What follows belongs to an exercise in optimizing a design on an open flow for small area and a short achievable clock period; a production flow would make more cautious choices. No run shown here included a check of the RTL's function; only the layout flow was run. Power and IR drop assume default switching activity.

===== flow/config.mk =====
export PLATFORM = sky130hd
export DESIGN_NAME = gamma_interp_11bit
export DESIGN_NICKNAME = gamma_interp_11bit
export VERILOG_FILES = /design/flow/design.v
export SDC_FILE = /design/flow/constraint.sdc
export NUM_CORES = 4
export LEC_CHECK = 0
export ABC_AREA = 1
export CAP_MARGIN = 20
export CORE_MARGIN = 2
export CORE_UTILIZATION = 40
export SLEW_MARGIN = 20
export TNS_END_PERCENT = 5

===== flow/constraint.sdc =====
create_clock -name core_clock -period 10.0 [get_ports {clk}]
set_input_delay 2.0000 -clock core_clock [delete_from_list [all_inputs] [get_ports {clk}]]
set_output_delay 2.0000 -clock core_clock [all_outputs]
set_load 0.01 [all_outputs]

===== flow/design.v =====
module gamma_interp_11bit #(
  parameter int OUT_W = 10
) (
  input  logic             clk,
  input  logic             rst_n,
  input  logic             i_hs,
  input  logic             i_vs,
  input  logic [4:0]       idx,
  input  logic [10:0]      pixel_in,
  input  logic [10:0]      lowLevel,
  input  logic [10:0]      highLevel,
  input  logic             lut_we,
  input  logic [5:0]       lut_addr,
  input  logic [OUT_W-1:0] lut_wdata,
  input  logic             lut_commit,
  output logic             commit_pending,
  output logic             o_hs,
  output logic             o_vs,
  output logic [OUT_W-1:0] pix_out
);
  localparam int N = 33;
  function automatic logic [9:0] ramp(input int k);
    logic [31:0] v;
    v = 32'(k) * 32;
    if (v > 1023) v = 1023;
    ramp = v[9:0];
  endfunction
  logic [9:0] r_shadow [N];
  logic [9:0] r_active [N];
  logic       r_act_ramp;    
  logic       r_pend;
  logic       r_vs_prev;
  logic       w_copy;
  assign w_copy         = r_pend & r_vs_prev & ~i_vs;
  assign commit_pending = r_pend;
  always_ff @(posedge clk or negedge rst_n) begin
    if (!rst_n) begin
      r_pend    <= 1'b0;
      r_vs_prev <= 1'b0;
    end else begin
      r_pend    <= lut_commit | (r_pend & ~w_copy);
      r_vs_prev <= i_vs;
    end
  end
  always_ff @(posedge clk or negedge rst_n) begin
    if (!rst_n) begin
      for (int k = 0; k < N; k++) r_shadow[k] <= ramp(k);
    end else if (lut_we && lut_addr <= 6'd32) begin
      r_shadow[lut_addr] <= lut_wdata;
    end
  end
  always_ff @(posedge clk or negedge rst_n) begin
    if (!rst_n) r_act_ramp <= 1'b1;
    else if (w_copy) r_act_ramp <= 1'b0;
  end
  always_ff @(posedge clk) begin
    if (w_copy)
      for (int k = 0; k < N; k++) r_active[k] <= r_shadow[k];
  end
  logic [15:0] w_so1;
  logic [16:0] w_se, w_so;
  logic [9:0]  w_ye, w_yo;
  logic [10:0] w_d, w_w;
  logic [4:0]  w_je;
  assign w_je = {1'b0, idx[4:1]} + {4'b0, idx[0]};
  always_comb begin
    for (int j = 0; j < 16; j++) w_so1[j] = (idx[4:1] == 4'(j));
    for (int j = 0; j < 17; j++) begin
      w_so[j] = (j < 16) ? (~r_act_ramp & w_so1[j % 16]) : 1'b0;
      w_se[j] = ~r_act_ramp & (((j < 16) ? (~idx[0] & w_so1[j % 16]) : 1'b0) |
                               ((j > 0) ? (idx[0] & w_so1[(j + 15) % 16]) : 1'b0));
    end
    w_ye = r_act_ramp ? (w_je[4] ? 10'h3ff : {w_je[3:0], 6'b0}) : 10'b0;
    w_yo = r_act_ramp ? {idx[4:1], 1'b1, 5'b0} : 10'b0;
    for (int j = 0; j < 17; j++) w_ye = w_ye | ({10{w_se[j]}} & r_active[2*j]);
    for (int j = 0; j < 16; j++) w_yo = w_yo | ({10{w_so[j]}} & r_active[2*j+1]);
  end
  logic ds_g0_0;
  assign ds_g0_0 = pixel_in[0] & ~lowLevel[0];
  logic ds_g1_0;
  assign ds_g1_0 = pixel_in[1] & ~lowLevel[1];
  logic ds_g2_0;
  assign ds_g2_0 = pixel_in[2] & ~lowLevel[2];
  logic ds_g3_0;
  assign ds_g3_0 = pixel_in[3] & ~lowLevel[3];
  logic ds_g4_0;
  assign ds_g4_0 = pixel_in[4] & ~lowLevel[4];
  logic ds_g5_0;
  assign ds_g5_0 = pixel_in[5] & ~lowLevel[5];
  logic ds_g6_0;
  assign ds_g6_0 = pixel_in[6] & ~lowLevel[6];
  logic ds_g7_0;
  assign ds_g7_0 = pixel_in[7] & ~lowLevel[7];
  logic ds_g8_0;
  assign ds_g8_0 = pixel_in[8] & ~lowLevel[8];
  logic ds_g9_0;
  assign ds_g9_0 = pixel_in[9] & ~lowLevel[9];
  logic ds_g10_0;
  assign ds_g10_0 = pixel_in[10] & ~lowLevel[10];
  logic ds_p0;
  assign ds_p0 = pixel_in[0] ^ ~lowLevel[0];
  logic ds_p1;
  assign ds_p1 = pixel_in[1] ^ ~lowLevel[1];
  logic ds_p2;
  assign ds_p2 = pixel_in[2] ^ ~lowLevel[2];
  logic ds_p3;
  assign ds_p3 = pixel_in[3] ^ ~lowLevel[3];
  logic ds_p4;
  assign ds_p4 = pixel_in[4] ^ ~lowLevel[4];
  logic ds_p5;
  assign ds_p5 = pixel_in[5] ^ ~lowLevel[5];
  logic ds_p6;
  assign ds_p6 = pixel_in[6] ^ ~lowLevel[6];
  logic ds_p7;
  assign ds_p7 = pixel_in[7] ^ ~lowLevel[7];
  logic ds_p8;
  assign ds_p8 = pixel_in[8] ^ ~lowLevel[8];
  logic ds_p9;
  assign ds_p9 = pixel_in[9] ^ ~lowLevel[9];
  logic ds_p10;
  assign ds_p10 = pixel_in[10] ^ ~lowLevel[10];
  logic ds_g0_c;
  assign ds_g0_c = ds_g0_0 | (ds_p0 & 1'b1);
  logic ds_g1_1;
  assign ds_g1_1 = ds_g1_0 | (ds_p1 & ds_g0_c);
  logic ds_q1_1;
  assign ds_q1_1 = ds_p1 & ds_p0;
  logic ds_g3_1;
  assign ds_g3_1 = ds_g3_0 | (ds_p3 & ds_g2_0);
  logic ds_q3_1;
  assign ds_q3_1 = ds_p3 & ds_p2;
  logic ds_g5_1;
  assign ds_g5_1 = ds_g5_0 | (ds_p5 & ds_g4_0);
  logic ds_q5_1;
  assign ds_q5_1 = ds_p5 & ds_p4;
  logic ds_g7_1;
  assign ds_g7_1 = ds_g7_0 | (ds_p7 & ds_g6_0);
  logic ds_q7_1;
  assign ds_q7_1 = ds_p7 & ds_p6;
  logic ds_g9_1;
  assign ds_g9_1 = ds_g9_0 | (ds_p9 & ds_g8_0);
  logic ds_q9_1;
  assign ds_q9_1 = ds_p9 & ds_p8;
  logic ds_g2_2;
  assign ds_g2_2 = ds_g2_0 | (ds_p2 & ds_g1_1);
  logic ds_q2_2;
  assign ds_q2_2 = ds_p2 & ds_q1_1;
  logic ds_g3_2;
  assign ds_g3_2 = ds_g3_1 | (ds_q3_1 & ds_g1_1);
  logic ds_q3_2;
  assign ds_q3_2 = ds_q3_1 & ds_q1_1;
  logic ds_g6_2;
  assign ds_g6_2 = ds_g6_0 | (ds_p6 & ds_g5_1);
  logic ds_q6_2;
  assign ds_q6_2 = ds_p6 & ds_q5_1;
  logic ds_g7_2;
  assign ds_g7_2 = ds_g7_1 | (ds_q7_1 & ds_g5_1);
  logic ds_q7_2;
  assign ds_q7_2 = ds_q7_1 & ds_q5_1;
  logic ds_g10_2;
  assign ds_g10_2 = ds_g10_0 | (ds_p10 & ds_g9_1);
  logic ds_q10_2;
  assign ds_q10_2 = ds_p10 & ds_q9_1;
  logic ds_g4_3;
  assign ds_g4_3 = ds_g4_0 | (ds_p4 & ds_g3_2);
  logic ds_q4_3;
  assign ds_q4_3 = ds_p4 & ds_q3_2;
  logic ds_g5_3;
  assign ds_g5_3 = ds_g5_1 | (ds_q5_1 & ds_g3_2);
  logic ds_q5_3;
  assign ds_q5_3 = ds_q5_1 & ds_q3_2;
  logic ds_g6_3;
  assign ds_g6_3 = ds_g6_2 | (ds_q6_2 & ds_g3_2);
  logic ds_q6_3;
  assign ds_q6_3 = ds_q6_2 & ds_q3_2;
  logic ds_g7_3;
  assign ds_g7_3 = ds_g7_2 | (ds_q7_2 & ds_g3_2);
  logic ds_q7_3;
  assign ds_q7_3 = ds_q7_2 & ds_q3_2;
  logic ds_g8_4;
  assign ds_g8_4 = ds_g8_0 | (ds_p8 & ds_g7_3);
  logic ds_q8_4;
  assign ds_q8_4 = ds_p8 & ds_q7_3;
  logic ds_g9_4;
  assign ds_g9_4 = ds_g9_1 | (ds_q9_1 & ds_g7_3);
  logic ds_q9_4;
  assign ds_q9_4 = ds_q9_1 & ds_q7_3;
  logic ds_g10_4;
  assign ds_g10_4 = ds_g10_2 | (ds_q10_2 & ds_g7_3);
  logic ds_q10_4;
  assign ds_q10_4 = ds_q10_2 & ds_q7_3;
  assign w_d[0] = (ds_p0 ^ 1'b1);
  assign w_d[1] = (ds_p1 ^ ds_g0_c);
  assign w_d[2] = (ds_p2 ^ ds_g1_1);
  assign w_d[3] = (ds_p3 ^ ds_g2_2);
  assign w_d[4] = (ds_p4 ^ ds_g3_2);
  assign w_d[5] = (ds_p5 ^ ds_g4_3);
  assign w_d[6] = (ds_p6 ^ ds_g5_3);
  assign w_d[7] = (ds_p7 ^ ds_g6_3);
  assign w_d[8] = (ds_p8 ^ ds_g7_3);
  assign w_d[9] = (ds_p9 ^ ds_g8_4);
  assign w_d[10] = (ds_p10 ^ ds_g9_4);
  logic ws_g0_0;
  assign ws_g0_0 = highLevel[0] & ~lowLevel[0];
  logic ws_g1_0;
  assign ws_g1_0 = highLevel[1] & ~lowLevel[1];
  logic ws_g2_0;
  assign ws_g2_0 = highLevel[2] & ~lowLevel[2];
  logic ws_g3_0;
  assign ws_g3_0 = highLevel[3] & ~lowLevel[3];
  logic ws_g4_0;
  assign ws_g4_0 = highLevel[4] & ~lowLevel[4];
  logic ws_g5_0;
  assign ws_g5_0 = highLevel[5] & ~lowLevel[5];
  logic ws_g6_0;
  assign ws_g6_0 = highLevel[6] & ~lowLevel[6];
  logic ws_g7_0;
  assign ws_g7_0 = highLevel[7] & ~lowLevel[7];
  logic ws_g8_0;
  assign ws_g8_0 = highLevel[8] & ~lowLevel[8];
  logic ws_g9_0;
  assign ws_g9_0 = highLevel[9] & ~lowLevel[9];
  logic ws_g10_0;
  assign ws_g10_0 = highLevel[10] & ~lowLevel[10];
  logic ws_p0;
  assign ws_p0 = highLevel[0] ^ ~lowLevel[0];
  logic ws_p1;
  assign ws_p1 = highLevel[1] ^ ~lowLevel[1];
  logic ws_p2;
  assign ws_p2 = highLevel[2] ^ ~lowLevel[2];
  logic ws_p3;
  assign ws_p3 = highLevel[3] ^ ~lowLevel[3];
  logic ws_p4;
  assign ws_p4 = highLevel[4] ^ ~lowLevel[4];
  logic ws_p5;
  assign ws_p5 = highLevel[5] ^ ~lowLevel[5];
  logic ws_p6;
  assign ws_p6 = highLevel[6] ^ ~lowLevel[6];
  logic ws_p7;
  assign ws_p7 = highLevel[7] ^ ~lowLevel[7];
  logic ws_p8;
  assign ws_p8 = highLevel[8] ^ ~lowLevel[8];
  logic ws_p9;
  assign ws_p9 = highLevel[9] ^ ~lowLevel[9];
  logic ws_p10;
  assign ws_p10 = highLevel[10] ^ ~lowLevel[10];
  logic ws_g0_c;
  assign ws_g0_c = ws_g0_0 | (ws_p0 & 1'b1);
  logic ws_g1_1;
  assign ws_g1_1 = ws_g1_0 | (ws_p1 & ws_g0_c);
  logic ws_q1_1;
  assign ws_q1_1 = ws_p1 & ws_p0;
  logic ws_g3_1;
  assign ws_g3_1 = ws_g3_0 | (ws_p3 & ws_g2_0);
  logic ws_q3_1;
  assign ws_q3_1 = ws_p3 & ws_p2;
  logic ws_g5_1;
  assign ws_g5_1 = ws_g5_0 | (ws_p5 & ws_g4_0);
  logic ws_q5_1;
  assign ws_q5_1 = ws_p5 & ws_p4;
  logic ws_g7_1;
  assign ws_g7_1 = ws_g7_0 | (ws_p7 & ws_g6_0);
  logic ws_q7_1;
  assign ws_q7_1 = ws_p7 & ws_p6;
  logic ws_g9_1;
  assign ws_g9_1 = ws_g9_0 | (ws_p9 & ws_g8_0);
  logic ws_q9_1;
  assign ws_q9_1 = ws_p9 & ws_p8;
  logic ws_g2_2;
  assign ws_g2_2 = ws_g2_0 | (ws_p2 & ws_g1_1);
  logic ws_q2_2;
  assign ws_q2_2 = ws_p2 & ws_q1_1;
  logic ws_g3_2;
  assign ws_g3_2 = ws_g3_1 | (ws_q3_1 & ws_g1_1);
  logic ws_q3_2;
  assign ws_q3_2 = ws_q3_1 & ws_q1_1;
  logic ws_g6_2;
  assign ws_g6_2 = ws_g6_0 | (ws_p6 & ws_g5_1);
  logic ws_q6_2;
  assign ws_q6_2 = ws_p6 & ws_q5_1;
  logic ws_g7_2;
  assign ws_g7_2 = ws_g7_1 | (ws_q7_1 & ws_g5_1);
  logic ws_q7_2;
  assign ws_q7_2 = ws_q7_1 & ws_q5_1;
  logic ws_g10_2;
  assign ws_g10_2 = ws_g10_0 | (ws_p10 & ws_g9_1);
  logic ws_q10_2;
  assign ws_q10_2 = ws_p10 & ws_q9_1;
  logic ws_g4_3;
  assign ws_g4_3 = ws_g4_0 | (ws_p4 & ws_g3_2);
  logic ws_q4_3;
  assign ws_q4_3 = ws_p4 & ws_q3_2;
  logic ws_g5_3;
  assign ws_g5_3 = ws_g5_1 | (ws_q5_1 & ws_g3_2);
  logic ws_q5_3;
  assign ws_q5_3 = ws_q5_1 & ws_q3_2;
  logic ws_g6_3;
  assign ws_g6_3 = ws_g6_2 | (ws_q6_2 & ws_g3_2);
  logic ws_q6_3;
  assign ws_q6_3 = ws_q6_2 & ws_q3_2;
  logic ws_g7_3;
  assign ws_g7_3 = ws_g7_2 | (ws_q7_2 & ws_g3_2);
  logic ws_q7_3;
  assign ws_q7_3 = ws_q7_2 & ws_q3_2;
  logic ws_g8_4;
  assign ws_g8_4 = ws_g8_0 | (ws_p8 & ws_g7_3);
  logic ws_q8_4;
  assign ws_q8_4 = ws_p8 & ws_q7_3;
  logic ws_g9_4;
  assign ws_g9_4 = ws_g9_1 | (ws_q9_1 & ws_g7_3);
  logic ws_q9_4;
  assign ws_q9_4 = ws_q9_1 & ws_q7_3;
  logic ws_g10_4;
  assign ws_g10_4 = ws_g10_2 | (ws_q10_2 & ws_g7_3);
  logic ws_q10_4;
  assign ws_q10_4 = ws_q10_2 & ws_q7_3;
  assign w_w[0] = (ws_p0 ^ 1'b1);
  assign w_w[1] = (ws_p1 ^ ws_g0_c);
  assign w_w[2] = (ws_p2 ^ ws_g1_1);
  assign w_w[3] = (ws_p3 ^ ws_g2_2);
  assign w_w[4] = (ws_p4 ^ ws_g3_2);
  assign w_w[5] = (ws_p5 ^ ws_g4_3);
  assign w_w[6] = (ws_p6 ^ ws_g5_3);
  assign w_w[7] = (ws_p7 ^ ws_g6_3);
  assign w_w[8] = (ws_p8 ^ ws_g7_3);
  assign w_w[9] = (ws_p9 ^ ws_g8_4);
  assign w_w[10] = (ws_p10 ^ ws_g9_4);
  logic [9:0]  r_ye_1, r_yo_1;
  logic        r_b_1;
  logic [10:0] r_d_1;
  logic [10:0] r_w_1;
  logic        r_wz_1;
  logic        r_blank_1;
  always_ff @(posedge clk) begin
    r_ye_1 <= w_ye;
    r_yo_1 <= w_yo;
    r_b_1  <= idx[0];
    r_d_1  <= w_d;
    r_w_1  <= w_w;
    r_wz_1 <= (highLevel == lowLevel);
  end
  always_ff @(posedge clk or negedge rst_n) begin
    if (!rst_n) r_blank_1 <= 1'b1;
    else        r_blank_1 <= ~(i_hs & i_vs);
  end
  logic [9:0]         w_y0, w_y1;
  logic [10:0]        w_x;
  logic [12:0]        w_db;
  logic [5:0]         w_one, w_two, w_ng;
  logic [11:0]        w_pp0, w_pp1, w_pp2, w_pp3, w_pp4, w_pp5;
  logic [22:0]        w_sa, w_sb;
  logic [3:0]         w_s;
  always_comb begin
    w_s = '0;
    for (int i = 0; i < 11; i++)
      if (r_w_1[i]) w_s = 4'(i);
  end
  assign w_y0  = r_b_1 ? r_yo_1 : r_ye_1;
  assign w_y1  = r_b_1 ? r_ye_1 : r_yo_1;
  assign w_db  = r_wz_1 ? 13'b0 : {1'b0, r_d_1, 1'b0};
  logic xs_g0_0;
  assign xs_g0_0 = w_y1[0] & ~w_y0[0];
  logic xs_g1_0;
  assign xs_g1_0 = w_y1[1] & ~w_y0[1];
  logic xs_g2_0;
  assign xs_g2_0 = w_y1[2] & ~w_y0[2];
  logic xs_g3_0;
  assign xs_g3_0 = w_y1[3] & ~w_y0[3];
  logic xs_g4_0;
  assign xs_g4_0 = w_y1[4] & ~w_y0[4];
  logic xs_g5_0;
  assign xs_g5_0 = w_y1[5] & ~w_y0[5];
  logic xs_g6_0;
  assign xs_g6_0 = w_y1[6] & ~w_y0[6];
  logic xs_g7_0;
  assign xs_g7_0 = w_y1[7] & ~w_y0[7];
  logic xs_g8_0;
  assign xs_g8_0 = w_y1[8] & ~w_y0[8];
  logic xs_g9_0;
  assign xs_g9_0 = w_y1[9] & ~w_y0[9];
  logic xs_g10_0;
  assign xs_g10_0 = 1'b0 & 1'b1;
  logic xs_p0;
  assign xs_p0 = w_y1[0] ^ ~w_y0[0];
  logic xs_p1;
  assign xs_p1 = w_y1[1] ^ ~w_y0[1];
  logic xs_p2;
  assign xs_p2 = w_y1[2] ^ ~w_y0[2];
  logic xs_p3;
  assign xs_p3 = w_y1[3] ^ ~w_y0[3];
  logic xs_p4;
  assign xs_p4 = w_y1[4] ^ ~w_y0[4];
  logic xs_p5;
  assign xs_p5 = w_y1[5] ^ ~w_y0[5];
  logic xs_p6;
  assign xs_p6 = w_y1[6] ^ ~w_y0[6];
  logic xs_p7;
  assign xs_p7 = w_y1[7] ^ ~w_y0[7];
  logic xs_p8;
  assign xs_p8 = w_y1[8] ^ ~w_y0[8];
  logic xs_p9;
  assign xs_p9 = w_y1[9] ^ ~w_y0[9];
  logic xs_p10;
  assign xs_p10 = 1'b0 ^ 1'b1;
  logic xs_g0_c;
  assign xs_g0_c = xs_g0_0 | (xs_p0 & 1'b1);
  logic xs_g1_1;
  assign xs_g1_1 = xs_g1_0 | (xs_p1 & xs_g0_c);
  logic xs_q1_1;
  assign xs_q1_1 = xs_p1 & xs_p0;
  logic xs_g3_1;
  assign xs_g3_1 = xs_g3_0 | (xs_p3 & xs_g2_0);
  logic xs_q3_1;
  assign xs_q3_1 = xs_p3 & xs_p2;
  logic xs_g5_1;
  assign xs_g5_1 = xs_g5_0 | (xs_p5 & xs_g4_0);
  logic xs_q5_1;
  assign xs_q5_1 = xs_p5 & xs_p4;
  logic xs_g7_1;
  assign xs_g7_1 = xs_g7_0 | (xs_p7 & xs_g6_0);
  logic xs_q7_1;
  assign xs_q7_1 = xs_p7 & xs_p6;
  logic xs_g9_1;
  assign xs_g9_1 = xs_g9_0 | (xs_p9 & xs_g8_0);
  logic xs_q9_1;
  assign xs_q9_1 = xs_p9 & xs_p8;
  logic xs_g2_2;
  assign xs_g2_2 = xs_g2_0 | (xs_p2 & xs_g1_1);
  logic xs_q2_2;
  assign xs_q2_2 = xs_p2 & xs_q1_1;
  logic xs_g3_2;
  assign xs_g3_2 = xs_g3_1 | (xs_q3_1 & xs_g1_1);
  logic xs_q3_2;
  assign xs_q3_2 = xs_q3_1 & xs_q1_1;
  logic xs_g6_2;
  assign xs_g6_2 = xs_g6_0 | (xs_p6 & xs_g5_1);
  logic xs_q6_2;
  assign xs_q6_2 = xs_p6 & xs_q5_1;
  logic xs_g7_2;
  assign xs_g7_2 = xs_g7_1 | (xs_q7_1 & xs_g5_1);
  logic xs_q7_2;
  assign xs_q7_2 = xs_q7_1 & xs_q5_1;
  logic xs_g10_2;
  assign xs_g10_2 = xs_g10_0 | (xs_p10 & xs_g9_1);
  logic xs_q10_2;
  assign xs_q10_2 = xs_p10 & xs_q9_1;
  logic xs_g4_3;
  assign xs_g4_3 = xs_g4_0 | (xs_p4 & xs_g3_2);
  logic xs_q4_3;
  assign xs_q4_3 = xs_p4 & xs_q3_2;
  logic xs_g5_3;
  assign xs_g5_3 = xs_g5_1 | (xs_q5_1 & xs_g3_2);
  logic xs_q5_3;
  assign xs_q5_3 = xs_q5_1 & xs_q3_2;
  logic xs_g6_3;
  assign xs_g6_3 = xs_g6_2 | (xs_q6_2 & xs_g3_2);
  logic xs_q6_3;
  assign xs_q6_3 = xs_q6_2 & xs_q3_2;
  logic xs_g7_3;
  assign xs_g7_3 = xs_g7_2 | (xs_q7_2 & xs_g3_2);
  logic xs_q7_3;
  assign xs_q7_3 = xs_q7_2 & xs_q3_2;
  logic xs_g8_4;
  assign xs_g8_4 = xs_g8_0 | (xs_p8 & xs_g7_3);
  logic xs_q8_4;
  assign xs_q8_4 = xs_p8 & xs_q7_3;
  logic xs_g9_4;
  assign xs_g9_4 = xs_g9_1 | (xs_q9_1 & xs_g7_3);
  logic xs_q9_4;
  assign xs_q9_4 = xs_q9_1 & xs_q7_3;
  logic xs_g10_4;
  assign xs_g10_4 = xs_g10_2 | (xs_q10_2 & xs_g7_3);
  logic xs_q10_4;
  assign xs_q10_4 = xs_q10_2 & xs_q7_3;
  assign w_x[0] = (xs_p0 ^ 1'b1);
  assign w_x[1] = (xs_p1 ^ xs_g0_c);
  assign w_x[2] = (xs_p2 ^ xs_g1_1);
  assign w_x[3] = (xs_p3 ^ xs_g2_2);
  assign w_x[4] = (xs_p4 ^ xs_g3_2);
  assign w_x[5] = (xs_p5 ^ xs_g4_3);
  assign w_x[6] = (xs_p6 ^ xs_g5_3);
  assign w_x[7] = (xs_p7 ^ xs_g6_3);
  assign w_x[8] = (xs_p8 ^ xs_g7_3);
  assign w_x[9] = (xs_p9 ^ xs_g8_4);
  assign w_x[10] = (xs_p10 ^ xs_g9_4);
  always_comb begin
    for (int j = 0; j < 6; j++) begin
      w_one[j] = w_db[2*j+1] ^ w_db[2*j];
      w_two[j] = (w_db[2*j+2] & ~w_db[2*j+1] & ~w_db[2*j]) |
                 (~w_db[2*j+2] & w_db[2*j+1] & w_db[2*j]);
      w_ng[j]  = w_db[2*j+2] & ~(w_db[2*j+1] & w_db[2*j]);
    end
  end
  function automatic logic [11:0] bpp(input logic [10:0] x, input logic one,
                                      input logic two, input logic ng);
    logic [11:0] m;
    m = one ? {x[10], x} : (two ? {x, 1'b0} : 12'b0);
    bpp = m ^ {12{ng}};
  endfunction
  assign w_pp0 = bpp(w_x, w_one[0], w_two[0], w_ng[0]);
  assign w_pp1 = bpp(w_x, w_one[1], w_two[1], w_ng[1]);
  assign w_pp2 = bpp(w_x, w_one[2], w_two[2], w_ng[2]);
  assign w_pp3 = bpp(w_x, w_one[3], w_two[3], w_ng[3]);
  assign w_pp4 = bpp(w_x, w_one[4], w_two[4], w_ng[4]);
  assign w_pp5 = bpp(w_x, w_one[5], w_two[5], w_ng[5]);
  logic t0s;
  assign t0s = w_pp0[6] ^ w_pp1[4];
  logic t0c;
  assign t0c = w_pp0[6] & w_pp1[4];
  logic t1s;
  assign t1s = w_pp0[7] ^ w_pp1[5];
  logic t1c;
  assign t1c = w_pp0[7] & w_pp1[5];
  logic t2s;
  assign t2s = w_pp0[8] ^ w_pp1[6] ^ w_pp2[4];
  logic t2c;
  assign t2c = (w_pp0[8] & w_pp1[6]) | (w_pp0[8] & w_pp2[4]) | (w_pp1[6] & w_pp2[4]);
  logic t3s;
  assign t3s = w_pp3[2] ^ w_pp4[0];
  logic t3c;
  assign t3c = w_pp3[2] & w_pp4[0];
  logic t4s;
  assign t4s = w_pp0[9] ^ w_pp1[7] ^ w_pp2[5];
  logic t4c;
  assign t4c = (w_pp0[9] & w_pp1[7]) | (w_pp0[9] & w_pp2[5]) | (w_pp1[7] & w_pp2[5]);
  logic t5s;
  assign t5s = w_pp3[3] ^ w_pp4[1];
  logic t5c;
  assign t5c = w_pp3[3] & w_pp4[1];
  logic t6s;
  assign t6s = w_pp0[10] ^ w_pp1[8] ^ w_pp2[6];
  logic t6c;
  assign t6c = (w_pp0[10] & w_pp1[8]) | (w_pp0[10] & w_pp2[6]) | (w_pp1[8] & w_pp2[6]);
  logic t7s;
  assign t7s = w_pp3[4] ^ w_pp4[2] ^ w_pp5[0];
  logic t7c;
  assign t7c = (w_pp3[4] & w_pp4[2]) | (w_pp3[4] & w_pp5[0]) | (w_pp4[2] & w_pp5[0]);
  logic t8s;
  assign t8s = w_pp0[11] ^ w_pp1[9] ^ w_pp2[7];
  logic t8c;
  assign t8c = (w_pp0[11] & w_pp1[9]) | (w_pp0[11] & w_pp2[7]) | (w_pp1[9] & w_pp2[7]);
  logic t9s;
  assign t9s = w_pp3[5] ^ w_pp4[3] ^ w_pp5[1];
  logic t9c;
  assign t9c = (w_pp3[5] & w_pp4[3]) | (w_pp3[5] & w_pp5[1]) | (w_pp4[3] & w_pp5[1]);
  logic t10s;
  assign t10s = w_pp0[11] ^ w_pp1[10] ^ w_pp2[8];
  logic t10c;
  assign t10c = (w_pp0[11] & w_pp1[10]) | (w_pp0[11] & w_pp2[8]) | (w_pp1[10] & w_pp2[8]);
  logic t11s;
  assign t11s = w_pp3[6] ^ w_pp4[4] ^ w_pp5[2];
  logic t11c;
  assign t11c = (w_pp3[6] & w_pp4[4]) | (w_pp3[6] & w_pp5[2]) | (w_pp4[4] & w_pp5[2]);
  logic t12s;
  assign t12s = ~w_pp0[11] ^ ~w_pp1[11] ^ w_pp2[9];
  logic t12c;
  assign t12c = (~w_pp0[11] & ~w_pp1[11]) | (~w_pp0[11] & w_pp2[9]) | (~w_pp1[11] & w_pp2[9]);
  logic t13s;
  assign t13s = w_pp3[7] ^ w_pp4[5] ^ w_pp5[3];
  logic t13c;
  assign t13c = (w_pp3[7] & w_pp4[5]) | (w_pp3[7] & w_pp5[3]) | (w_pp4[5] & w_pp5[3]);
  logic t14s;
  assign t14s = 1'b1 ^ w_pp2[10] ^ w_pp3[8];
  logic t14c;
  assign t14c = (1'b1 & w_pp2[10]) | (1'b1 & w_pp3[8]) | (w_pp2[10] & w_pp3[8]);
  logic t15s;
  assign t15s = w_pp4[6] ^ w_pp5[4];
  logic t15c;
  assign t15c = w_pp4[6] & w_pp5[4];
  logic t16s;
  assign t16s = ~w_pp2[11] ^ w_pp3[9] ^ w_pp4[7];
  logic t16c;
  assign t16c = (~w_pp2[11] & w_pp3[9]) | (~w_pp2[11] & w_pp4[7]) | (w_pp3[9] & w_pp4[7]);
  logic t17s;
  assign t17s = 1'b1 ^ w_pp3[10];
  logic t17c;
  assign t17c = 1'b1 & w_pp3[10];
  logic t18s;
  assign t18s = w_pp0[4] ^ w_pp1[2];
  logic t18c;
  assign t18c = w_pp0[4] & w_pp1[2];
  logic t19s;
  assign t19s = w_pp0[5] ^ w_pp1[3];
  logic t19c;
  assign t19c = w_pp0[5] & w_pp1[3];
  logic t20s;
  assign t20s = w_pp2[2] ^ w_pp3[0] ^ w_ng[3];
  logic t20c;
  assign t20c = (w_pp2[2] & w_pp3[0]) | (w_pp2[2] & w_ng[3]) | (w_pp3[0] & w_ng[3]);
  logic t21s;
  assign t21s = w_pp2[3] ^ w_pp3[1] ^ t0c;
  logic t21c;
  assign t21c = (w_pp2[3] & w_pp3[1]) | (w_pp2[3] & t0c) | (w_pp3[1] & t0c);
  logic t22s;
  assign t22s = w_ng[4] ^ t1c ^ t2s;
  logic t22c;
  assign t22c = (w_ng[4] & t1c) | (w_ng[4] & t2s) | (t1c & t2s);
  logic t23s;
  assign t23s = t2c ^ t3c ^ t4s;
  logic t23c;
  assign t23c = (t2c & t3c) | (t2c & t4s) | (t3c & t4s);
  logic t24s;
  assign t24s = t4c ^ t5c ^ t6s;
  logic t24c;
  assign t24c = (t4c & t5c) | (t4c & t6s) | (t5c & t6s);
  logic t25s;
  assign t25s = t6c ^ t7c ^ t8s;
  logic t25c;
  assign t25c = (t6c & t7c) | (t6c & t8s) | (t7c & t8s);
  logic t26s;
  assign t26s = t8c ^ t9c ^ t10s;
  logic t26c;
  assign t26c = (t8c & t9c) | (t8c & t10s) | (t9c & t10s);
  logic t27s;
  assign t27s = t10c ^ t11c ^ t12s;
  logic t27c;
  assign t27c = (t10c & t11c) | (t10c & t12s) | (t11c & t12s);
  logic t28s;
  assign t28s = t12c ^ t13c ^ t14s;
  logic t28c;
  assign t28c = (t12c & t13c) | (t12c & t14s) | (t13c & t14s);
  logic t29s;
  assign t29s = w_pp5[5] ^ t14c ^ t15c;
  logic t29c;
  assign t29c = (w_pp5[5] & t14c) | (w_pp5[5] & t15c) | (t14c & t15c);
  logic t30s;
  assign t30s = w_pp4[8] ^ w_pp5[6] ^ t16c;
  logic t30c;
  assign t30c = (w_pp4[8] & w_pp5[6]) | (w_pp4[8] & t16c) | (w_pp5[6] & t16c);
  logic t31s;
  assign t31s = ~w_pp3[11] ^ w_pp4[9] ^ w_pp5[7];
  logic t31c;
  assign t31c = (~w_pp3[11] & w_pp4[9]) | (~w_pp3[11] & w_pp5[7]) | (w_pp4[9] & w_pp5[7]);
  logic t32s;
  assign t32s = 1'b1 ^ w_pp4[10];
  logic t32c;
  assign t32c = 1'b1 & w_pp4[10];
  logic t33s;
  assign t33s = w_pp0[2] ^ w_pp1[0];
  logic t33c;
  assign t33c = w_pp0[2] & w_pp1[0];
  logic t34s;
  assign t34s = w_pp0[3] ^ w_pp1[1];
  logic t34c;
  assign t34c = w_pp0[3] & w_pp1[1];
  logic t35s;
  assign t35s = w_pp2[0] ^ w_ng[2] ^ t18s;
  logic t35c;
  assign t35c = (w_pp2[0] & w_ng[2]) | (w_pp2[0] & t18s) | (w_ng[2] & t18s);
  logic t36s;
  assign t36s = w_pp2[1] ^ t18c ^ t19s;
  logic t36c;
  assign t36c = (w_pp2[1] & t18c) | (w_pp2[1] & t19s) | (t18c & t19s);
  logic t37s;
  assign t37s = t0s ^ t19c ^ t20s;
  logic t37c;
  assign t37c = (t0s & t19c) | (t0s & t20s) | (t19c & t20s);
  logic t38s;
  assign t38s = t1s ^ t20c ^ t21s;
  logic t38c;
  assign t38c = (t1s & t20c) | (t1s & t21s) | (t20c & t21s);
  logic t39s;
  assign t39s = t3s ^ t21c ^ t22s;
  logic t39c;
  assign t39c = (t3s & t21c) | (t3s & t22s) | (t21c & t22s);
  logic t40s;
  assign t40s = t5s ^ t22c ^ t23s;
  logic t40c;
  assign t40c = (t5s & t22c) | (t5s & t23s) | (t22c & t23s);
  logic t41s;
  assign t41s = t7s ^ t23c ^ t24s;
  logic t41c;
  assign t41c = (t7s & t23c) | (t7s & t24s) | (t23c & t24s);
  logic t42s;
  assign t42s = t9s ^ t24c ^ t25s;
  logic t42c;
  assign t42c = (t9s & t24c) | (t9s & t25s) | (t24c & t25s);
  logic t43s;
  assign t43s = t11s ^ t25c ^ t26s;
  logic t43c;
  assign t43c = (t11s & t25c) | (t11s & t26s) | (t25c & t26s);
  logic t44s;
  assign t44s = t13s ^ t26c ^ t27s;
  logic t44c;
  assign t44c = (t13s & t26c) | (t13s & t27s) | (t26c & t27s);
  logic t45s;
  assign t45s = t15s ^ t27c ^ t28s;
  logic t45c;
  assign t45c = (t15s & t27c) | (t15s & t28s) | (t27c & t28s);
  logic t46s;
  assign t46s = t16s ^ t28c ^ t29s;
  logic t46c;
  assign t46c = (t16s & t28c) | (t16s & t29s) | (t28c & t29s);
  logic t47s;
  assign t47s = t17s ^ t29c ^ t30s;
  logic t47c;
  assign t47c = (t17s & t29c) | (t17s & t30s) | (t29c & t30s);
  logic t48s;
  assign t48s = t17c ^ t30c ^ t31s;
  logic t48c;
  assign t48c = (t17c & t30c) | (t17c & t31s) | (t30c & t31s);
  logic t49s;
  assign t49s = w_pp5[8] ^ t31c ^ t32s;
  logic t49c;
  assign t49c = (w_pp5[8] & t31c) | (w_pp5[8] & t32s) | (t31c & t32s);
  logic t50s;
  assign t50s = ~w_pp4[11] ^ w_pp5[9] ^ t32c;
  logic t50c;
  assign t50c = (~w_pp4[11] & w_pp5[9]) | (~w_pp4[11] & t32c) | (w_pp5[9] & t32c);
  logic t51s;
  assign t51s = 1'b1 ^ w_pp5[10];
  logic t51c;
  assign t51c = 1'b1 & w_pp5[10];
  assign w_sa[0] = w_pp0[0];
  assign w_sb[0] = w_ng[0];
  assign w_sa[1] = w_pp0[1];
  assign w_sb[1] = 1'b0;
  assign w_sa[2] = w_ng[1];
  assign w_sb[2] = t33s;
  assign w_sa[3] = t33c;
  assign w_sb[3] = t34s;
  assign w_sa[4] = t34c;
  assign w_sb[4] = t35s;
  assign w_sa[5] = t35c;
  assign w_sb[5] = t36s;
  assign w_sa[6] = t36c;
  assign w_sb[6] = t37s;
  assign w_sa[7] = t37c;
  assign w_sb[7] = t38s;
  assign w_sa[8] = t38c;
  assign w_sb[8] = t39s;
  assign w_sa[9] = t39c;
  assign w_sb[9] = t40s;
  assign w_sa[10] = t40c;
  assign w_sb[10] = t41s;
  assign w_sa[11] = t41c;
  assign w_sb[11] = t42s;
  assign w_sa[12] = t42c;
  assign w_sb[12] = t43s;
  assign w_sa[13] = t43c;
  assign w_sb[13] = t44s;
  assign w_sa[14] = t44c;
  assign w_sb[14] = t45s;
  assign w_sa[15] = t45c;
  assign w_sb[15] = t46s;
  assign w_sa[16] = t46c;
  assign w_sb[16] = t47s;
  assign w_sa[17] = t47c;
  assign w_sb[17] = t48s;
  assign w_sa[18] = t48c;
  assign w_sb[18] = t49s;
  assign w_sa[19] = t49c;
  assign w_sb[19] = t50s;
  assign w_sa[20] = t50c;
  assign w_sb[20] = t51s;
  assign w_sa[21] = ~w_pp5[11];
  assign w_sb[21] = t51c;
  assign w_sa[22] = 1'b1;
  assign w_sb[22] = 1'b0;
  logic [22:0] r_sa_2, r_sb_2;
  logic [9:0]  r_y0_2;
  logic [3:0]  r_s_2;
  logic        r_blank_2;
  always_ff @(posedge clk) begin
    r_sa_2 <= w_sa;
    r_sb_2 <= w_sb;
    r_y0_2 <= w_y0;
    r_s_2  <= w_s;
  end
  always_ff @(posedge clk or negedge rst_n) begin
    if (!rst_n) r_blank_2 <= 1'b1;
    else        r_blank_2 <= r_blank_1;
  end
  logic [22:0] w_ta, w_tb, w_t;
  logic [9:0]  w_pix;
  assign w_ta = r_sa_2;
  assign w_tb = r_sb_2;
  logic ts_g0_0;
  assign ts_g0_0 = w_ta[0] & w_tb[0];
  logic ts_g1_0;
  assign ts_g1_0 = w_ta[1] & w_tb[1];
  logic ts_g2_0;
  assign ts_g2_0 = w_ta[2] & w_tb[2];
  logic ts_g3_0;
  assign ts_g3_0 = w_ta[3] & w_tb[3];
  logic ts_g4_0;
  assign ts_g4_0 = w_ta[4] & w_tb[4];
  logic ts_g5_0;
  assign ts_g5_0 = w_ta[5] & w_tb[5];
  logic ts_g6_0;
  assign ts_g6_0 = w_ta[6] & w_tb[6];
  logic ts_g7_0;
  assign ts_g7_0 = w_ta[7] & w_tb[7];
  logic ts_g8_0;
  assign ts_g8_0 = w_ta[8] & w_tb[8];
  logic ts_g9_0;
  assign ts_g9_0 = w_ta[9] & w_tb[9];
  logic ts_g10_0;
  assign ts_g10_0 = w_ta[10] & w_tb[10];
  logic ts_g11_0;
  assign ts_g11_0 = w_ta[11] & w_tb[11];
  logic ts_g12_0;
  assign ts_g12_0 = w_ta[12] & w_tb[12];
  logic ts_g13_0;
  assign ts_g13_0 = w_ta[13] & w_tb[13];
  logic ts_g14_0;
  assign ts_g14_0 = w_ta[14] & w_tb[14];
  logic ts_g15_0;
  assign ts_g15_0 = w_ta[15] & w_tb[15];
  logic ts_g16_0;
  assign ts_g16_0 = w_ta[16] & w_tb[16];
  logic ts_g17_0;
  assign ts_g17_0 = w_ta[17] & w_tb[17];
  logic ts_g18_0;
  assign ts_g18_0 = w_ta[18] & w_tb[18];
  logic ts_g19_0;
  assign ts_g19_0 = w_ta[19] & w_tb[19];
  logic ts_g20_0;
  assign ts_g20_0 = w_ta[20] & w_tb[20];
  logic ts_g21_0;
  assign ts_g21_0 = w_ta[21] & w_tb[21];
  logic ts_g22_0;
  assign ts_g22_0 = w_ta[22] & w_tb[22];
  logic ts_p0;
  assign ts_p0 = w_ta[0] ^ w_tb[0];
  logic ts_p1;
  assign ts_p1 = w_ta[1] ^ w_tb[1];
  logic ts_p2;
  assign ts_p2 = w_ta[2] ^ w_tb[2];
  logic ts_p3;
  assign ts_p3 = w_ta[3] ^ w_tb[3];
  logic ts_p4;
  assign ts_p4 = w_ta[4] ^ w_tb[4];
  logic ts_p5;
  assign ts_p5 = w_ta[5] ^ w_tb[5];
  logic ts_p6;
  assign ts_p6 = w_ta[6] ^ w_tb[6];
  logic ts_p7;
  assign ts_p7 = w_ta[7] ^ w_tb[7];
  logic ts_p8;
  assign ts_p8 = w_ta[8] ^ w_tb[8];
  logic ts_p9;
  assign ts_p9 = w_ta[9] ^ w_tb[9];
  logic ts_p10;
  assign ts_p10 = w_ta[10] ^ w_tb[10];
  logic ts_p11;
  assign ts_p11 = w_ta[11] ^ w_tb[11];
  logic ts_p12;
  assign ts_p12 = w_ta[12] ^ w_tb[12];
  logic ts_p13;
  assign ts_p13 = w_ta[13] ^ w_tb[13];
  logic ts_p14;
  assign ts_p14 = w_ta[14] ^ w_tb[14];
  logic ts_p15;
  assign ts_p15 = w_ta[15] ^ w_tb[15];
  logic ts_p16;
  assign ts_p16 = w_ta[16] ^ w_tb[16];
  logic ts_p17;
  assign ts_p17 = w_ta[17] ^ w_tb[17];
  logic ts_p18;
  assign ts_p18 = w_ta[18] ^ w_tb[18];
  logic ts_p19;
  assign ts_p19 = w_ta[19] ^ w_tb[19];
  logic ts_p20;
  assign ts_p20 = w_ta[20] ^ w_tb[20];
  logic ts_p21;
  assign ts_p21 = w_ta[21] ^ w_tb[21];
  logic ts_p22;
  assign ts_p22 = w_ta[22] ^ w_tb[22];
  logic ts_g1_1;
  assign ts_g1_1 = ts_g1_0 | (ts_p1 & ts_g0_0);
  logic ts_q1_1;
  assign ts_q1_1 = ts_p1 & ts_p0;
  logic ts_g3_1;
  assign ts_g3_1 = ts_g3_0 | (ts_p3 & ts_g2_0);
  logic ts_q3_1;
  assign ts_q3_1 = ts_p3 & ts_p2;
  logic ts_g5_1;
  assign ts_g5_1 = ts_g5_0 | (ts_p5 & ts_g4_0);
  logic ts_q5_1;
  assign ts_q5_1 = ts_p5 & ts_p4;
  logic ts_g7_1;
  assign ts_g7_1 = ts_g7_0 | (ts_p7 & ts_g6_0);
  logic ts_q7_1;
  assign ts_q7_1 = ts_p7 & ts_p6;
  logic ts_g9_1;
  assign ts_g9_1 = ts_g9_0 | (ts_p9 & ts_g8_0);
  logic ts_q9_1;
  assign ts_q9_1 = ts_p9 & ts_p8;
  logic ts_g11_1;
  assign ts_g11_1 = ts_g11_0 | (ts_p11 & ts_g10_0);
  logic ts_q11_1;
  assign ts_q11_1 = ts_p11 & ts_p10;
  logic ts_g13_1;
  assign ts_g13_1 = ts_g13_0 | (ts_p13 & ts_g12_0);
  logic ts_q13_1;
  assign ts_q13_1 = ts_p13 & ts_p12;
  logic ts_g15_1;
  assign ts_g15_1 = ts_g15_0 | (ts_p15 & ts_g14_0);
  logic ts_q15_1;
  assign ts_q15_1 = ts_p15 & ts_p14;
  logic ts_g17_1;
  assign ts_g17_1 = ts_g17_0 | (ts_p17 & ts_g16_0);
  logic ts_q17_1;
  assign ts_q17_1 = ts_p17 & ts_p16;
  logic ts_g19_1;
  assign ts_g19_1 = ts_g19_0 | (ts_p19 & ts_g18_0);
  logic ts_q19_1;
  assign ts_q19_1 = ts_p19 & ts_p18;
  logic ts_g21_1;
  assign ts_g21_1 = ts_g21_0 | (ts_p21 & ts_g20_0);
  logic ts_q21_1;
  assign ts_q21_1 = ts_p21 & ts_p20;
  logic ts_g2_2;
  assign ts_g2_2 = ts_g2_0 | (ts_p2 & ts_g1_1);
  logic ts_q2_2;
  assign ts_q2_2 = ts_p2 & ts_q1_1;
  logic ts_g3_2;
  assign ts_g3_2 = ts_g3_1 | (ts_q3_1 & ts_g1_1);
  logic ts_q3_2;
  assign ts_q3_2 = ts_q3_1 & ts_q1_1;
  logic ts_g6_2;
  assign ts_g6_2 = ts_g6_0 | (ts_p6 & ts_g5_1);
  logic ts_q6_2;
  assign ts_q6_2 = ts_p6 & ts_q5_1;
  logic ts_g7_2;
  assign ts_g7_2 = ts_g7_1 | (ts_q7_1 & ts_g5_1);
  logic ts_q7_2;
  assign ts_q7_2 = ts_q7_1 & ts_q5_1;
  logic ts_g10_2;
  assign ts_g10_2 = ts_g10_0 | (ts_p10 & ts_g9_1);
  logic ts_q10_2;
  assign ts_q10_2 = ts_p10 & ts_q9_1;
  logic ts_g11_2;
  assign ts_g11_2 = ts_g11_1 | (ts_q11_1 & ts_g9_1);
  logic ts_q11_2;
  assign ts_q11_2 = ts_q11_1 & ts_q9_1;
  logic ts_g14_2;
  assign ts_g14_2 = ts_g14_0 | (ts_p14 & ts_g13_1);
  logic ts_q14_2;
  assign ts_q14_2 = ts_p14 & ts_q13_1;
  logic ts_g15_2;
  assign ts_g15_2 = ts_g15_1 | (ts_q15_1 & ts_g13_1);
  logic ts_q15_2;
  assign ts_q15_2 = ts_q15_1 & ts_q13_1;
  logic ts_g18_2;
  assign ts_g18_2 = ts_g18_0 | (ts_p18 & ts_g17_1);
  logic ts_q18_2;
  assign ts_q18_2 = ts_p18 & ts_q17_1;
  logic ts_g19_2;
  assign ts_g19_2 = ts_g19_1 | (ts_q19_1 & ts_g17_1);
  logic ts_q19_2;
  assign ts_q19_2 = ts_q19_1 & ts_q17_1;
  logic ts_g22_2;
  assign ts_g22_2 = ts_g22_0 | (ts_p22 & ts_g21_1);
  logic ts_q22_2;
  assign ts_q22_2 = ts_p22 & ts_q21_1;
  logic ts_g4_3;
  assign ts_g4_3 = ts_g4_0 | (ts_p4 & ts_g3_2);
  logic ts_q4_3;
  assign ts_q4_3 = ts_p4 & ts_q3_2;
  logic ts_g5_3;
  assign ts_g5_3 = ts_g5_1 | (ts_q5_1 & ts_g3_2);
  logic ts_q5_3;
  assign ts_q5_3 = ts_q5_1 & ts_q3_2;
  logic ts_g6_3;
  assign ts_g6_3 = ts_g6_2 | (ts_q6_2 & ts_g3_2);
  logic ts_q6_3;
  assign ts_q6_3 = ts_q6_2 & ts_q3_2;
  logic ts_g7_3;
  assign ts_g7_3 = ts_g7_2 | (ts_q7_2 & ts_g3_2);
  logic ts_q7_3;
  assign ts_q7_3 = ts_q7_2 & ts_q3_2;
  logic ts_g12_3;
  assign ts_g12_3 = ts_g12_0 | (ts_p12 & ts_g11_2);
  logic ts_q12_3;
  assign ts_q12_3 = ts_p12 & ts_q11_2;
  logic ts_g13_3;
  assign ts_g13_3 = ts_g13_1 | (ts_q13_1 & ts_g11_2);
  logic ts_q13_3;
  assign ts_q13_3 = ts_q13_1 & ts_q11_2;
  logic ts_g14_3;
  assign ts_g14_3 = ts_g14_2 | (ts_q14_2 & ts_g11_2);
  logic ts_q14_3;
  assign ts_q14_3 = ts_q14_2 & ts_q11_2;
  logic ts_g15_3;
  assign ts_g15_3 = ts_g15_2 | (ts_q15_2 & ts_g11_2);
  logic ts_q15_3;
  assign ts_q15_3 = ts_q15_2 & ts_q11_2;
  logic ts_g20_3;
  assign ts_g20_3 = ts_g20_0 | (ts_p20 & ts_g19_2);
  logic ts_q20_3;
  assign ts_q20_3 = ts_p20 & ts_q19_2;
  logic ts_g21_3;
  assign ts_g21_3 = ts_g21_1 | (ts_q21_1 & ts_g19_2);
  logic ts_q21_3;
  assign ts_q21_3 = ts_q21_1 & ts_q19_2;
  logic ts_g22_3;
  assign ts_g22_3 = ts_g22_2 | (ts_q22_2 & ts_g19_2);
  logic ts_q22_3;
  assign ts_q22_3 = ts_q22_2 & ts_q19_2;
  logic ts_g8_4;
  assign ts_g8_4 = ts_g8_0 | (ts_p8 & ts_g7_3);
  logic ts_q8_4;
  assign ts_q8_4 = ts_p8 & ts_q7_3;
  logic ts_g9_4;
  assign ts_g9_4 = ts_g9_1 | (ts_q9_1 & ts_g7_3);
  logic ts_q9_4;
  assign ts_q9_4 = ts_q9_1 & ts_q7_3;
  logic ts_g10_4;
  assign ts_g10_4 = ts_g10_2 | (ts_q10_2 & ts_g7_3);
  logic ts_q10_4;
  assign ts_q10_4 = ts_q10_2 & ts_q7_3;
  logic ts_g11_4;
  assign ts_g11_4 = ts_g11_2 | (ts_q11_2 & ts_g7_3);
  logic ts_q11_4;
  assign ts_q11_4 = ts_q11_2 & ts_q7_3;
  logic ts_g12_4;
  assign ts_g12_4 = ts_g12_3 | (ts_q12_3 & ts_g7_3);
  logic ts_q12_4;
  assign ts_q12_4 = ts_q12_3 & ts_q7_3;
  logic ts_g13_4;
  assign ts_g13_4 = ts_g13_3 | (ts_q13_3 & ts_g7_3);
  logic ts_q13_4;
  assign ts_q13_4 = ts_q13_3 & ts_q7_3;
  logic ts_g14_4;
  assign ts_g14_4 = ts_g14_3 | (ts_q14_3 & ts_g7_3);
  logic ts_q14_4;
  assign ts_q14_4 = ts_q14_3 & ts_q7_3;
  logic ts_g15_4;
  assign ts_g15_4 = ts_g15_3 | (ts_q15_3 & ts_g7_3);
  logic ts_q15_4;
  assign ts_q15_4 = ts_q15_3 & ts_q7_3;
  logic ts_g16_5;
  assign ts_g16_5 = ts_g16_0 | (ts_p16 & ts_g15_4);
  logic ts_q16_5;
  assign ts_q16_5 = ts_p16 & ts_q15_4;
  logic ts_g17_5;
  assign ts_g17_5 = ts_g17_1 | (ts_q17_1 & ts_g15_4);
  logic ts_q17_5;
  assign ts_q17_5 = ts_q17_1 & ts_q15_4;
  logic ts_g18_5;
  assign ts_g18_5 = ts_g18_2 | (ts_q18_2 & ts_g15_4);
  logic ts_q18_5;
  assign ts_q18_5 = ts_q18_2 & ts_q15_4;
  logic ts_g19_5;
  assign ts_g19_5 = ts_g19_2 | (ts_q19_2 & ts_g15_4);
  logic ts_q19_5;
  assign ts_q19_5 = ts_q19_2 & ts_q15_4;
  logic ts_g20_5;
  assign ts_g20_5 = ts_g20_3 | (ts_q20_3 & ts_g15_4);
  logic ts_q20_5;
  assign ts_q20_5 = ts_q20_3 & ts_q15_4;
  logic ts_g21_5;
  assign ts_g21_5 = ts_g21_3 | (ts_q21_3 & ts_g15_4);
  logic ts_q21_5;
  assign ts_q21_5 = ts_q21_3 & ts_q15_4;
  logic ts_g22_5;
  assign ts_g22_5 = ts_g22_3 | (ts_q22_3 & ts_g15_4);
  logic ts_q22_5;
  assign ts_q22_5 = ts_q22_3 & ts_q15_4;
  assign w_t[0] = ts_p0;
  assign w_t[1] = (ts_p1 ^ ts_g0_0);
  assign w_t[2] = (ts_p2 ^ ts_g1_1);
  assign w_t[3] = (ts_p3 ^ ts_g2_2);
  assign w_t[4] = (ts_p4 ^ ts_g3_2);
  assign w_t[5] = (ts_p5 ^ ts_g4_3);
  assign w_t[6] = (ts_p6 ^ ts_g5_3);
  assign w_t[7] = (ts_p7 ^ ts_g6_3);
  assign w_t[8] = (ts_p8 ^ ts_g7_3);
  assign w_t[9] = (ts_p9 ^ ts_g8_4);
  assign w_t[10] = (ts_p10 ^ ts_g9_4);
  assign w_t[11] = (ts_p11 ^ ts_g10_4);
  assign w_t[12] = (ts_p12 ^ ts_g11_4);
  assign w_t[13] = (ts_p13 ^ ts_g12_4);
  assign w_t[14] = (ts_p14 ^ ts_g13_4);
  assign w_t[15] = (ts_p15 ^ ts_g14_4);
  assign w_t[16] = (ts_p16 ^ ts_g15_4);
  assign w_t[17] = (ts_p17 ^ ts_g16_5);
  assign w_t[18] = (ts_p18 ^ ts_g17_5);
  assign w_t[19] = (ts_p19 ^ ts_g18_5);
  assign w_t[20] = (ts_p20 ^ ts_g19_5);
  assign w_t[21] = (ts_p21 ^ ts_g20_5);
  assign w_t[22] = (ts_p22 ^ ts_g21_5);
  logic [10:0] w_sh;
  logic [10:0] w_q;
  logic        w_rb, w_big, w_sml;
  logic [11:0] w_r;
  always_comb begin
    for (int k = 0; k < 11; k++) w_sh[k] = (r_s_2 == 4'(k));
    w_q  = '0;
    w_rb = 1'b0;
    for (int i = 0; i < 11; i++)
      for (int k = 0; k < 11; k++)
        w_q[i] = w_q[i] | (w_sh[k] & w_t[i+k]);
    for (int k = 1; k < 11; k++) w_rb = w_rb | (w_sh[k] & w_t[k-1]);
    w_big = 1'b0;
    w_sml = 1'b0;
    for (int i = 11; i < 22; i++)
      for (int k = 0; k < 11; k++)
        if (i >= 11 + k) begin
          w_big = w_big | (w_sh[k] & w_t[i]);
          w_sml = w_sml | (w_sh[k] & ~w_t[i]);
        end
    w_big = ~w_t[22] & (w_big | w_q[10]);
    w_sml = w_t[22] & (w_sml | ~w_q[10]);
    w_r = {2'b0, r_y0_2} + {w_q[10], w_q} + {11'b0, w_rb};
    if (r_blank_2 | w_sml)  w_pix = '0;
    else if (w_big)         w_pix = 10'h3ff;
    else if (w_r[11])       w_pix = '0;
    else if (w_r[10])       w_pix = 10'h3ff;
    else                    w_pix = w_r[9:0];
  end
  logic [2:0] r_hs_d, r_vs_d;
  logic [9:0] r_pix;
  always_ff @(posedge clk or negedge rst_n) begin
    if (!rst_n) begin
      r_hs_d <= '0;
      r_vs_d <= '0;
      r_pix  <= '0;
    end else begin
      r_hs_d <= {r_hs_d[1:0], i_hs};
      r_vs_d <= {r_vs_d[1:0], i_vs};
      r_pix  <= w_pix;
    end
  end
  assign o_hs    = r_hs_d[2];
  assign o_vs    = r_vs_d[2];
  assign pix_out = r_pix;
endmodule

===== flow/flow/run.sh =====
#!/bin/bash
set -euo pipefail
mapfile -t EXTRA < <(grep -v '^#' flow/extra.txt | grep .)
bash standard.sh "${EXTRA[@]}" finish > standard.log 2>&1

===== flow/flow/extra.txt =====
SETUP_SLACK_MARGIN=7.0
ADDER_MAP_FILE=
BUFFER_PORTS_ARGS=-buffer_cell sky130_fd_sc_hd__buf_4

===== flow/standard.sh =====
#!/bin/bash
# synth_recipe.tcl (not shown) runs the flow's synth.tcl, then flattens the netlist and writes it again
# the make line also repeats each setting of config.mk as NAME=value (left out here)
make -C /OpenROAD-flow-scripts/flow DESIGN_CONFIG=/design/flow/config.mk WORK_HOME=/design/flow/orfs CLKGATE_MAP_FILE= SYNTH_SCRIPT=/design/flow/synth_recipe.tcl "${@:-finish}"

==> impl_metrics.json, run 1 <==
{
  "setup-violations-final": 0,
  "slew_viol_final": 0,
  "ff2ff_setup_slack_ps": 6520,
  "tightestPinTransition_ps": 1120,
  "yosys.area_share.simple_pct": 21.5,
  "fin_skew_ps": 28.1,
  "synthAdderAreaFrac_pct": 0.0583,
  "areaGrowthSynthToFinish_pct": 27.4,
  "synth_area_leaders": "edfxtp_1, dfrtp_1, nand2_1",
  "drt_iter0_drc": 2211,
  "power_density_mw_per_mm2": 291,
  "worstSetupPathType": "in -> reg",
  "hpwl_mm": 60.3,
  "fin_cells": 5228,
  "htree_levels": 3,
  "numCtsBuffers": 81,
  "syn_nets": 3807,
  "synth_top_area_cell": "edfxtp_1",
  "wl_per_cell_um": 18.8,
  "fillerInstances": 7700,
  "grt_max_degree": 156,
  "dp_cells": 4871,
  "finalSetupTns_ps": 0,
  "ys.flop_type": "edfxtp_1",
  "drt_wl_total_mm": 98.1,
  "die_h_um": 297,
  "ant_nets": 0,
  "setup_ws_ps": 6490,
  "first_pass_iters": 5,
  "grt_pass1_vias": 24900,
  "routed-via-count": 27100,
  "dpl-instance-area_sq_mm": 0.0361,
  "synth_top_family_by_area": "simple AND/OR/NAND/NOR gates",
  "netlist_instances": 3747,
  "utilization_pct": 51.3,
  "multi_input_comb_area_sq_mm": 0.0148,
  "num_rows": 107,
  "via_per_inst": 5.18,
  "mostFrequentLayoutCells": "nand2_1, o21ai_0, edfxtp_1",
  "grt_first_pass_wirelength_mm": 144,
  "cp_slowest_stage_delay_ps": 280,
  "cp_top_family": "compound AO/OA/AOI/OAI gates",
  "synth_edf_count": 330,
  "hp-class": "reg -> reg",
  "cp_cell_sequence": "buf_12 -> nor2_4 -> inv_2 -> nor2_4 -> inv_2 -> buf_6 -> nor2_4 -> a221oi_2 -> o2111ai_2 -> a221oi_2 -> nand4_1 -> a21oi_2 -> nand3_2 -> a221oi_2 -> nand3_1",
  "total_power_mw": 12.7,
  "gp_congestion": 0.901,
  "status": "no timing/DRC/antenna violations",
  "pre_cts_ws_ps": 5000,
  "syn_area_sq_mm": 0.0343,
  "max_freq_mhz": 285,
  "path_buf_inv": 4,
  "core-area_sq_mm": 0.0851,
  "fin_area_sq_mm": 0.0437,
  "holdWs_ps": 347,
  "antenna_found_initial": 1,
  "yosysWarnings": 3,
  "gr-total-overflow": 0,
  "clock_path_buffers": 3,
  "slew-limit-headroom_pct": 24.9,
  "fin_crit_ps": 3510,
  "drive_gt1_share_pct": 28.3,
  "synth_xor_area_share_pct": 2.54,
  "start_util_pct": 40.3,
  "drcViolationCount": 0,
  "syn_area_per_cell_sq_um": 9.16,
  "port_buffers": 72,
  "die_w_um": 297,
  "synth-compound-area-share_pct": 10.2,
  "async_reset_ff_share_pct": 44.9,
  "yosysTopAreaCellShare_pct": 28.9,
  "clock-sinks": 780,
  "cp.required_ps": 10510,
  "yosysUniqueCellTypes": 58,
  "clkTransAtPathRegs_ps": 60,
  "n_antenna_cell": 0,
  "leakage_nw": 18.9,
  "critical_path.max_fanout": 5,
  "ys_ff_latch": 780,
  "clock_latency_ps": 640,
  "seq_area_sq_mm": 0.0208,
  "ir_drop_mv": 0.226,
  "rsz0062_at_grt": "yes",
  "cp-end-kind": "register",
  "cts_tree": "done",
  "finalHoldViolations": 0,
  "period_share_pct": 35.1,
  "fin_nets": 4075,
  "cp.arrival_ps": 4020,
  "synth.mux.area_fraction_pct": 0.0875,
  "track_usage_pct": 20.8,
  "num_io_pins": 73,
  "die_area_sq_mm": 0.0882,
  "final_common_cell": "nand2_1",
  "start_kind": "input port",
  "synth_seq_area_share_pct": 60.6,
  "drv_cap": 0,
  "crit_slowest_cell": "a221oi_2",
  "cts_root_buf": "clkbuf_16"
}
[worst reg2reg max path, stage by stage, from the launching register on]
cell      delay, ps
dfxtp_4         390
buf_12          160
buf_4           140
o21ai_0         230
nand2_1         150
buf_4           170
o21ai_4         190
a21oi_2          90
nand2_2         100
nand2_4          70
nand3b_1        200
nand2_8         120
buf_12          150
buf_6           120
o21ai_4         150
xor2_2          200
inv_1            80
nand2_2          90
buf_6           100
nand2_2          40
nand2_2          90
nand2_2          80
xor2_2          250
[power by group]
part           internal, mW  switching, mW  leakage (nW)  total [mW]
clock                  1.77           1.28          1.32        3.05
combinational          2.05           3.56          9.16        5.60
sequential             3.85          0.222          8.39        4.07
[area by class of cell]
| class | count | share of cell area [%] |
|---|---|---|
| Sequential cell | 780 | 47.6 |
| Timing Repair Buffer | 297 | 5.82 |
| Tap cell | 1144 | 3.27 |
| Inverter | 332 | 3.12 |
| Clock buffer | 123 | 5.35 |
| Clock inverter | 29 | 0.939 |
| Multi-Input combinational cell | 2523 | 33.9 |
[synthesized netlist by cell type (all sizes together), types with 3 or more instances]
cell,n
nor2,335
nand2,1147
buf,11
nor3,14
edfxtp,330
a2111oi,3
dfrtp,257
a31oi,4
dfxtp,100
o2111ai,8
or2,15
o21bai,4
a21boi,6
clkinv,11
o211ai,14
a221oi,45
xor2,73
dfstp,93
nand3b,16
mux2i,3
inv,321
nand4,53
a22oi,9
clkbuf,111
xnor2,24
o21ai,403
a21oi,82
a22o,6
nand3,214
o22ai,23
[state kept, by name, indices dropped and copies added (netlist names), 10 cells and up]
signal	flops
r_w_1	10
r_y0_2	10
r_active	330
r_pix	10
r_sa_2	22
r_shadow	330
r_ye_1	10
r_yo_1	10
r_sb_2	21
r_d_1	11
[cells by family (layout without fill, tap and decap cells)]
family          after synthesis  after routing
simple gates               1796           1804
flops                       780            780
compound gates              615            617
buf+inv                     454            781
xor+xnor                     97             97
mux                           3              3
fa+ha+maj                     2              2
[path summary, 6_finish.rpt]
path                       startpoint         endpoint  cells past startpoint
min in group asynchronous       rst_n   r_shadow[7][2]                      1
min                         r_hs_d[1]        r_hs_d[2]                      0
min reg2reg                 r_hs_d[1]        r_hs_d[2]                      0
max in group asynchronous       rst_n  r_shadow[28][1]                      2
max                            idx[2]        r_ye_1[0]                     15
max reg2reg                     r_b_1       r_sb_2[18]                     22
[routing by layer]
layer | track usage, % | wire (um) | vias to the layer above
met5 | 0 | 0 | -
met3 | 2.90 | 5280 | 183
met1 | 28.7 | 42400 | 13100
li1 | - | - | 13000
met4 | 5.78 | 3070 | 0
met2 | 34.4 | 47400 | 787
[repair_timing]
item / in CTS / in global routing
pin swaps: 83 / 230
setup endpoints to repair: 614 / 586
buffers inserted: 87 / 106
gates resized for setup: 237 / 615
cloned: 1 / 11
hold buffers: 0 / 0
==> run 2: changes to the inputs <==
--- a/flow/config.mk
+++ b/flow/config.mk
@@ -11,3 +11,5 @@
 export CORE_UTILIZATION = 40
-export SLEW_MARGIN = 20
+export CTS_CLUSTER_DIAMETER = 80
+export CTS_CLUSTER_SIZE = 25
+export SLEW_MARGIN = 60
 export TNS_END_PERCENT = 5
==> impl_metrics.json, run 2 <==
{
  "critical_path.max_fanout": 5,
  "ant_nets": 0,
  "clock-sinks": 780,
  "antenna_found_initial": 0,
  "synth_edf_count": 330,
  "total_power_mw": 11.2,
  "postCtsHoldBufs": 0,
  "path_buf_inv": 3,
  "p_int_mw": 6.49,
  "synth_xor_area_share_pct": 2.54,
  "num_rows": 107,
  "num_io_pins": 73,
  "synth_top_area_cell": "edfxtp_1",
  "async_reset_ff_share_pct": 44.9,
  "synth-compound-area-share_pct": 10.2,
  "holdWs_ps": 353,
  "yosysTopAreaCellShare_pct": 28.9,
  "cts_root_buf": "clkbuf_16",
  "ir_drop_mv": 0.237,
  "comb_power_share_pct": 46.8,
  "max_freq_mhz": 285,
  "slew-limit-headroom_pct": 43.7,
  "die_h_um": 297,
  "via_per_inst": 5.16,
  "clock_path_buffers": 3,
  "fin_nets": 3963,
  "cp.required_ps": 10510,
  "core-area_sq_mm": 0.0851,
  "yosysWarnings": 3,
  "p_sw_share_pct": 41.8,
  "drt_iter0_drc": 2196,
  "syn_area_sq_mm": 0.0343,
  "gr-total-overflow": 0,
  "syn_nets": 3807,
  "power_frac_seq_pct": 36.4,
  "track_usage_pct": 20.5,
  "htree_levels": 2,
  "wl_per_cell_um": 18.6,
  "start_kind": "input port",
  "drt_wl_total_mm": 94.2,
  "n_antenna_cell": 0,
  "hp-class": "reg -> reg",
  "finalHoldViolations": 0,
  "grt_first_pass_wirelength_mm": 142,
  "syn_area_per_cell_sq_um": 9.16,
  "period_share_pct": 35.1,
  "cp-end-kind": "register",
  "numCtsBuffers": 40,
  "pwr-share-clk_pct": 16.8,
  "status": "no timing/DRC/antenna violations",
  "first_pass_iters": 6,
  "p_sw_mw": 4.67,
  "ys_top_cells_by_count": "nand2_1, o21ai_0, edfxtp_1, nor2_1, inv_1",
  "setup-violations-final": 0,
  "die_w_um": 297,
  "largest_registers": "r_active (330), r_shadow (330), r_sa_2 (22)",
  "start_util_pct": 40.3,
  "synth_seq_area_share_pct": 60.6,
  "cts_tree": "done",
  "die_area_sq_mm": 0.0882,
  "gp_congestion": 0.901,
  "ys.flop_type": "edfxtp_1",
  "drcViolationCount": 0,
  "fin_area_sq_mm": 0.0413,
  "areaGrowthSynthToFinish_pct": 20.4,
  "ys_ff_latch": 780,
  "cp.arrival_ps": 4020,
  "cp_cell_sequence": "buf_12 -> buf_4 -> nand3_2 -> nand2_1 -> a22oi_2 -> buf_4 -> o2111ai_2 -> a221oi_2 -> nand4_1 -> a21oi_2 -> nand3_1 -> a221oi_2 -> nand3_1",
  "yosysUniqueCellTypes": 58,
  "cp_top_family": "compound AO/OA/AOI/OAI gates",
  "synth.mux.area_fraction_pct": 0.0875,
  "drive_gt1_share_pct": 24.0,
  "slew_viol_final": 0,
  "synth_area_leaders": "edfxtp_1, dfrtp_1, nand2_1",
  "leakage_nw": 17.7,
  "fin_skew_ps": 36.0,
  "drv_cap": 0,
  "rsz0062_at_grt": "yes",
  "finalSetupTns_ps": 0,
  "crit_slowest_cell": "a22oi_2",
  "synthAdderAreaFrac_pct": 0.0583,
  "yosys.area_share.simple_pct": 21.5,
  "clkTransAtPathRegs_ps": 100,
  "netlist_instances": 3747,
  "dpl-instance-area_sq_mm": 0.0365,
  "routed-via-count": 26200,
  "mostFrequentLayoutCells": "nand2_1, o21ai_0, edfxtp_1",
  "synth.most_common_cell": "nand2_1",
  "port_buffers": 72,
  "grt_max_degree": 72,
  "synth_top_family_by_area": "simple AND/OR/NAND/NOR gates",
  "tightestPinTransition_ps": 841,
  "worstSetupPathType": "in -> reg",
  "fin_crit_ps": 3510,
  "hpwl_mm": 61.1,
  "power_density_mw_per_mm2": 270,
  "clock_latency_ps": 630,
  "grt_pass1_vias": 24200,
  "cp_slowest_stage_delay_ps": 310,
  "final_common_cell": "nand2_1"
}
-- run 2: cell counts after synthesis --
Identical to the previous run, type by type.
-- run 2: worst paths after layout --
path	start	to	slack (ps)	depth (start not counted)
worst max-delay path	idx[2]	r_ye_1[0]	6490	13
worst min-delay path	r_hs_d[1]	r_hs_d[2]	350	0
worst max register to register	r_b_1	r_sa_2[20]	6630	24
worst min register to register	r_hs_d[1]	r_hs_d[2]	350	0
max in group asynchronous	rst_n	r_shadow[26][6]	7290	5
min in group asynchronous	rst_n	r_shadow[7][1]	1180	1
-- run 2: timing repair --
item,CTS,global route
pin swaps,66,146
hold endpoints to repair,0,0
gates resized for setup,173,470
endpoints found under the setup margin,249,471
setup buffers,48,60
cloned,4,8
-- run 2: layout make-up --
class | instances | area (sq um)
Clock buffer | 62 | 1090
Clock inverter | 11 | 163
Fill cell | 7918 | 43800
Inverter | 332 | 1350
Multi-Input combinational cell | 2522 | 14300
Sequential cell | 780 | 20800
Tap cell | 1144 | 1430
Timing Repair Buffer | 227 | 2160
-- run 2: kinds of logic (layout without fill, tap and decap cells) --
group / count (synthesis) / after routing
buffers and inverters: 454 / 632
adders and majority gates: 2 / 2
and+or+nand+nor: 1796 / 1804
xor gates and xnor gates: 97 / 97
muxes: 3 / 3
AOI/OAI and AO/OA: 615 / 616
DFF: 780 / 780
-- run 2: layer usage --
metal / wire length, um / track usage [%] / vias to the layer above
li1: - / - / 12700
met1: 40900 / 28.6 / 12600
met2: 45300 / 34.1 / 717
met3: 5440 / 2.40 / 134
met4: 2570 / 5.21 / 0
met5: 0 / 0 / -
-- run 2: power by group through the flow --
| stage | clock, mW | sequential (mW) | combinational (mW) |
|---|---|---|---|
| finish | 1.87 | 4.06 | 5.23 |
| global route | 2.04 | 4.11 | 5.78 |
| CTS | 1.93 | 4.04 | 3.92 |
| detailed placement | 0 | 4.11 | 3.83 |
| global placement | 0 | 4.10 | 3.74 |
| floorplan | 0 | 4.05 | 2.91 |
-- run 2: through the flow --
| step | util [%] | instances | worst slack [ps] |
|---|---|---|---|
| after global placement | 42.4 | 4871 | 5050 |
| after global routing | 48.5 | 5078 | 6340 |
| after detailed placement | 42.9 | 4881 | 4890 |
| after floorplan | - | 3747 | 2710 |
| final | 48.5 | 5078 | 6490 |
| after CTS | 45.7 | 5006 | 6510 |

Re-timed with assumed drivers on the ports (clkbuf_16 on the clock, buf_2 on other inputs), run 2 has 6.414 ns of setup slack against 6.488 ns with ideal ports, and 5.744 ns once port delays also move by the mid clock arrival of 0.670 ns.
